Context: an optimization exercise on an open-source flow, tuned for small area. The choices shown serve that exercise and are no tape-out recipe.
The RTL was checked by simulation tests, not by an equivalence proof against the original design.
No activity file was given, so power comes from the tool's default toggle rates.

==> inputs of v21 <==
==> flow/design.v <==
package reg_file_pkg;
    typedef enum logic {
        CLEAR = 1'b0,
        READY = 1'b1
    } rf_state_t;
    localparam int DEF_DATA_W = 32;
    localparam int DEF_ADDR_W = 5;
    function automatic int port_off(input int port, input int width);
        port_off = port * width;
    endfunction
endpackage
module rf_scoreboard
#(
    parameter int ADDR_W = reg_file_pkg::DEF_ADDR_W
) (
    input  logic                 clk,
    input  logic [2**ADDR_W-1:1] set,
    input  logic [2**ADDR_W-1:1] keep,
    output logic [2**ADDR_W-1:0] busy
);
    localparam int DEPTH = 2**ADDR_W;
    logic [DEPTH-1:1] busy_reg;
    always_ff @(posedge clk) begin
        busy_reg <= set | (busy_reg & keep);
    end
    assign busy = {busy_reg, 1'b0};
endmodule
module reg_file_sb
#(
    parameter int DATA_W = reg_file_pkg::DEF_DATA_W,
    parameter int ADDR_W = reg_file_pkg::DEF_ADDR_W,
    parameter int NRD    = 3
) (
    input  logic                  clk,
    input  logic                  rst,
    output logic                  init_done,
    input  logic [NRD*ADDR_W-1:0] ra,
    output logic [NRD*DATA_W-1:0] rd,
    output logic [NRD-1:0]        rd_busy,
    input  logic                  we0,
    input  logic [ADDR_W-1:0]     wa0,
    input  logic [DATA_W-1:0]     wd0,
    input  logic                  we1,
    input  logic [ADDR_W-1:0]     wa1,
    input  logic [DATA_W-1:0]     wd1,
    input  logic                  set_busy,
    input  logic [ADDR_W-1:0]     set_addr,
    input  logic [ADDR_W-1:0]     dbg_addr,
    output logic [DATA_W-1:0]     dbg_data
);
    localparam int DEPTH = 2**ADDR_W;
    logic [ADDR_W-1:0] clr_cnt;
    logic              ready;
    logic              phase;
    always_ff @(posedge clk or posedge rst) begin
        if (rst) begin
            clr_cnt <= '0;
            ready   <= 1'b0;
        end else begin
            clr_cnt <= clr_cnt + 1'b1;
            if (&clr_cnt) begin
                ready <= 1'b1;
            end
        end
    end
    assign phase     = clr_cnt[0];
    assign init_done = ready;
    logic [DATA_W-1:0] wd1x, wd0x;
    assign wd1x = wd1 ^ {DATA_W{phase}};
    assign wd0x = (wd0 & {DATA_W{ready}}) ^ {DATA_W{phase}};
    logic [DATA_W-1:0] rf [1:DEPTH-1];
    logic [DEPTH-1:0]  busy;
    logic [DEPTH-1:1] dec1, dec0, decs;
    logic [DEPTH-1:1] s1, s0, h;
    for (genvar r = 1; r < DEPTH; r++) begin : g_dec
        assign dec1[r] = we1 && (wa1 == ADDR_W'(r));
        assign dec0[r] = we0 && (wa0 == ADDR_W'(r));
        assign decs[r] = ready && set_busy && (set_addr == ADDR_W'(r));
        assign s1[r] = ready && dec1[r];
        assign s0[r] = !ready || (dec0[r] && !dec1[r]);
        assign h[r]  = ready && !dec1[r] && !dec0[r];
    end
    genvar gr;
    generate
        for (gr = 1; gr < DEPTH; gr++) begin : g_row
            logic [DATA_W-1:0] d;
            for (genvar b = 0; b < DATA_W; b++) begin : g_bit
                rf_ao222n u_d (.a0(s1[gr]), .b0(wd1x[b]), .a1(s0[gr]), .b1(wd0x[b]),
                               .a2(h[gr]), .b2(rf[gr][b]), .yn(d[b]));
            end
            always_ff @(posedge clk) begin
                rf[gr] <= d;
            end
        end
    endgenerate
    rf_scoreboard #(
        .ADDR_W(ADDR_W)
    ) u_scoreboard (
        .clk  (clk),
        .set  (decs),
        .keep (h),
        .busy (busy)
    );
    genvar gi;
    generate
        for (gi = 0; gi < NRD; gi++) begin : g_rd
            logic [ADDR_W-1:0] addr;
            logic              hit1, hit0, nz, sw1, sw0, sa, inv;
            logic [DEPTH:0]    sel;
            logic [DATA_W-1:0] data;
            assign addr = ra[reg_file_pkg::port_off(gi, ADDR_W) +: ADDR_W];
            assign hit1 = we1 && (wa1 == addr);
            assign hit0 = we0 && (wa0 == addr);
            assign nz   = ready && (addr != '0);
            assign sw1  = nz && hit1;
            assign sw0  = nz && !hit1 && hit0;
            assign sa   = nz && !hit1 && !hit0;
            assign inv  = nz && phase;
            assign sel[0] = sw1;
            assign sel[1] = sw0;
            for (genvar r = 1; r < DEPTH; r++) begin : g_sel
                assign sel[r+1] = sa && (addr == ADDR_W'(r));
            end
            for (genvar b = 0; b < DATA_W; b++) begin : g_bit
                logic [DEPTH:0] din;
                assign din[0] = wd1x[b];
                assign din[1] = wd0x[b];
                for (genvar r = 1; r < DEPTH; r++) begin : g_din
                    assign din[r+1] = rf[r][b];
                end
                rf_aomux #(.N(DEPTH+1)) u_mux (.d(din), .s(sel), .inv(inv), .y(data[b]));
            end
            assign rd[reg_file_pkg::port_off(gi, DATA_W) +: DATA_W] = data;
            rf_aomux #(.N(DEPTH-1), .INV(1'b0)) u_busy (.d(busy[DEPTH-1:1]), .s(sel[DEPTH:2]),
                                            .inv(1'b0), .y(rd_busy[gi]));
        end
    endgenerate
    logic [DEPTH-2:0] dsel;
    logic             dinv;
    assign dinv = ready && (dbg_addr != '0) && phase;
    for (genvar r = 1; r < DEPTH; r++) begin : g_dsel
        assign dsel[r-1] = ready && (dbg_addr == ADDR_W'(r));
    end
    for (genvar b = 0; b < DATA_W; b++) begin : g_dbg
        logic [DEPTH-2:0] din;
        for (genvar r = 1; r < DEPTH; r++) begin : g_din
            assign din[r-1] = rf[r][b];
        end
        rf_aomux #(.N(DEPTH-1)) u_mux (.d(din), .s(dsel), .inv(dinv), .y(dbg_data[b]));
    end
endmodule
module rf_aomux
#(
    parameter int N   = 2,
    parameter bit INV = 1'b1
) (
    input  logic [N-1:0] d,
    input  logic [N-1:0] s,
    input  logic         inv,
    output logic         y
);
    localparam int NG = (N + 2) / 3;
    localparam int NF = N / 3;
    localparam int NP = (NG + 3) / 4;
    logic [NG-1:0] gn;
    logic [NP-1:0] p;
    for (genvar g = 0; g < NF; g++) begin : g_grp
        rf_ao222n u_g (.a0(s[3*g]), .b0(d[3*g]), .a1(s[3*g+1]), .b1(d[3*g+1]),
                       .a2(s[3*g+2]), .b2(d[3*g+2]), .yn(gn[g]));
    end
    if (N % 3 == 2) begin : g_two
        rf_ao22n u_g (.a0(s[N-2]), .b0(d[N-2]), .a1(s[N-1]), .b1(d[N-1]), .yn(gn[NF]));
    end else if (N % 3 == 1) begin : g_one
        assign gn[NF] = ~(s[N-1] & d[N-1]);
    end
    for (genvar q = 0; q < NP; q++) begin : g_red
        localparam int LO = 4 * q;
        localparam int HI = (4 * q + 3 < NG) ? 4 * q + 3 : NG - 1;
        rf_nandn #(.N(HI - LO + 1)) u_n (.a(gn[HI:LO]), .y(p[q]));
    end
    if (INV) begin : g_inv
        rf_orx #(.N(NP)) u_or (.a(p), .inv(inv), .y(y));
    end else begin : g_noinv
        assign y = |p;
    end
endmodule
module rf_nandn
#(
    parameter int N = 2
) (
    input  logic [N-1:0] a,
    output logic         y
);
    assign y = ~&a;
endmodule
module rf_orx
#(
    parameter int N = 2
) (
    input  logic [N-1:0] a,
    input  logic         inv,
    output logic         y
);
    logic n;
    rf_norn #(.N(N)) u_n (.a(a), .y(n));
    rf_xnor2 u_x (.a(n), .b(inv), .y(y));
endmodule
module rf_norn
#(
    parameter int N = 2
) (
    input  logic [N-1:0] a,
    output logic         y
);
    assign y = ~|a;
endmodule
module rf_xnor2 (
    input  logic a, b,
    output logic y
);
    assign y = ~(a ^ b);
endmodule
module rf_ao222n (
    input  logic a0, b0, a1, b1, a2, b2,
    output logic yn
);
    assign yn = ~((a0 & b0) | (a1 & b1) | (a2 & b2));
endmodule
module rf_ao22n (
    input  logic a0, b0, a1, b1,
    output logic yn
);
    assign yn = ~((a0 & b0) | (a1 & b1));
endmodule
==> flow/run.sh <==
#!/bin/bash
# synth_recipe.tcl (not shown) runs the flow's synth.tcl, then flattens the netlist and writes it again
# the make line also repeats each setting of config.mk as NAME=value (left out here)
make -C /OpenROAD-flow-scripts/flow DESIGN_CONFIG=/design/flow/config.mk WORK_HOME=/design/flow/orfs CLKGATE_MAP_FILE= SYNTH_SCRIPT=/design/flow/synth_recipe.tcl finish
==> flow/config.mk <==
export PLATFORM = sky130hd
export DESIGN_NAME = reg_file_sb
export DESIGN_NICKNAME = reg_file_sb
export VERILOG_FILES = /design/flow/design.v
export SDC_FILE = /design/flow/constraint.sdc
export NUM_CORES = 4
export LEC_CHECK = 0
export CAP_MARGIN = 20
export CELL_PAD_IN_SITES_DETAIL_PLACEMENT = 2
export CELL_PAD_IN_SITES_GLOBAL_PLACEMENT = 2
export CORE_MARGIN = 2
export CORE_UTILIZATION = 18
export CTS_BUF_LIST = sky130_fd_sc_hd__clkbuf_16
export CTS_CLUSTER_DIAMETER = 80
export CTS_CLUSTER_SIZE = 30
export PLACE_DENSITY = 0.28
export SLEW_MARGIN = 20
export SYNTH_HIERARCHICAL = 1
==> flow/constraint.sdc <==
create_clock -name core_clock -period 10.0 [get_ports {clk}]
set_input_delay 2.0000 -clock core_clock [delete_from_list [all_inputs] [get_ports {clk}]]
set_output_delay 2.0000 -clock core_clock [all_outputs]
set_load 0.01 [all_outputs]
==> v14: changes against v21 <==
==> flow/flow/run.sh (new file) <==
#!/bin/bash
# Own layout flow: the standard ORFS flow with
#  - port buffers of the smallest buffer cell (buf_1),
#  - no timing-driven global placement (its in-placement repair_design
#    over-buffers the high-fanout select nets); instead prebuf.tcl gives
#    each high-fanout net one buffer at its driver before repair_design,
#  - clock tree without dummy loads, from clkbuf_4/clkbuf_8 with sink
#    clusters of up to 20 flip-flops within 60 um.
set -euo pipefail
HERE=$(pwd)
CTS="-sink_clustering_enable -repair_clock_nets -dont_use_dummy_load -buf_list {sky130_fd_sc_hd__clkbuf_4 sky130_fd_sc_hd__clkbuf_8} -sink_clustering_size 20 -sink_clustering_max_diameter 60"
bash standard.sh \
  "BUFFER_PORTS_ARGS=-buffer_cell sky130_fd_sc_hd__buf_1" \
  "PRE_RESIZE_TCL=$HERE/flow/prebuf.tcl" \
  "GPL_TIMING_DRIVEN=0" \
  "CTS_ARGS=$CTS" \
  finish > "$HERE/flow_make.log" 2>&1
==> flow/flow/prebuf.tcl (new file) <==
# Sourced by ORFS resize.tcl (PRE_RESIZE_TCL) before repair_design: give
# every high-fanout signal net (16 or more loads, not a port net, not the
# clock) a single buf_4 placed at its driver, so that the weak driver sees
# a short wire and the buffer drives the long net; repair_design then only
# has to touch up what is left.
set pb_block [ord::get_db_block]
set pb_count 0
foreach pb_net [$pb_block getNets] {
  if {[$pb_net getSigType] != "SIGNAL"} { continue }
  if {[$pb_net getName] == "clk"} { continue }
  if {[llength [$pb_net getBTerms]] > 0} { continue }
  set pb_k 0
  set pb_drv ""
  foreach pb_it [$pb_net getITerms] {
    if {[$pb_it isOutputSignal]} {
      set pb_drv $pb_it
    } else {
      incr pb_k
    }
  }
  if {$pb_k >= 16 && $pb_drv != ""} {
    set pb_bb [[$pb_drv getInst] getBBox]
    set pb_x [expr {[$pb_bb xMin] / 1000.0}]
    set pb_y [expr {[$pb_bb yMin] / 1000.0}]
    insert_buffer -buffer_cell sky130_fd_sc_hd__buf_4 -net [$pb_net getName] \
      -location [list $pb_x $pb_y]
    incr pb_count
  }
}
puts "prebuf: buffered $pb_count high-fanout nets"
==> flow/standard.sh (new file) <==
#!/bin/bash
# synth_recipe.tcl (not shown) runs the flow's synth.tcl, then flattens the netlist and writes it again
# the make line also repeats each setting of config.mk as NAME=value (left out here)
make -C /OpenROAD-flow-scripts/flow DESIGN_CONFIG=/design/flow/config.mk WORK_HOME=/design/flow/orfs CLKGATE_MAP_FILE= SYNTH_SCRIPT=/design/flow/synth_recipe.tcl "${@:-finish}"
Settings changed: CTS_BUF_LIST sky130_fd_sc_hd__clkbuf_16 to default, CTS_CLUSTER_DIAMETER 80 to default, CTS_CLUSTER_SIZE 30 to default.
removed: flow/run.sh
==> comparison table <==
quantity	v14	v21
Outcome	timing/DRC/antenna clean	timing/DRC/antenna clean
Max transition margin	0.0356	0.115
Met1 global-route usage	0.499	0.490
Seq/total area	0.322	0.289
Endpoint of the most critical register-to-register path	rf[29][29]$_DFF_P_	rf[30][13]$_DFF_P_
Met2 routing resource usage after global routing	0.580	0.583
Maximum number of pins on one net before global-route repair	35	42
Pwr Total	12.8 mW	15.1 mW
Vias in the first global route	73100	72400
Source-to-sink clock delay at the later pin of the worst-skew pair	1.05 ns	0.87 ns
Power drawn by the clock network	3.65 mW	5.48 mW
Drt first-iter violations	24400	24900
Vias after detailed routing	75600	75900
Met3 wire len	69300 um	69900 um
Worst vdd rail ir drop	0.0923 mV	0.113 mV
Least setup slack across all paths after layout	1.22 ns	0.578 ns
Fraction of area in clock buffers and inverters	0.0389	0.0652
Count of nets after finishing	5593	5598
Weighted congestion reported at the end of routability-driven placement	0.845	0.863
Part of the power in the clock network	0.285	0.364
Multi-input gate share of the layout cell area	0.507	0.489
Met3 usage in global routing	0.109	0.115
Sequential fraction of design power	0.481	0.412
Hpwl dp	335000 um	361000 um
Number of buffers outside the clock class in the layout	585	635
Fin crit period	8.78 ns	9.42 ns

afterwards: timing with drivers on the ports:
No port has a modelled driver above. Below, the same layouts with a new extraction and two added sets of constraints. Step 1: set_driving_cell puts a clkbuf_16 on clk and a buf_2 on each other input, an assumption about the parent block. Step 2 adds t to the input delays and takes it off the output delays; t is the mean of the earliest and latest rising clock arrival at the registers after step 1. Input paths then give back, and output paths get back, about the clock's delay inside the block. Three values: ideal, step 1, step 2; two values: the first two.
run | shift t [ns] | slack for setup (ns) | latest minus earliest clock arrival (ns)
v21 | 0.954 | 0.578 / 0.554 / 0.554 | 0.082 / 0.082
v14 | 1.143 | 1.220 / 1.190 / 1.190 | 0.117 / 0.117
After both steps setup and hold are still met in every run listed. The setup slack of v14, which loses most, moves by -0.030 ns with the drivers and by -0.030 ns with both steps.
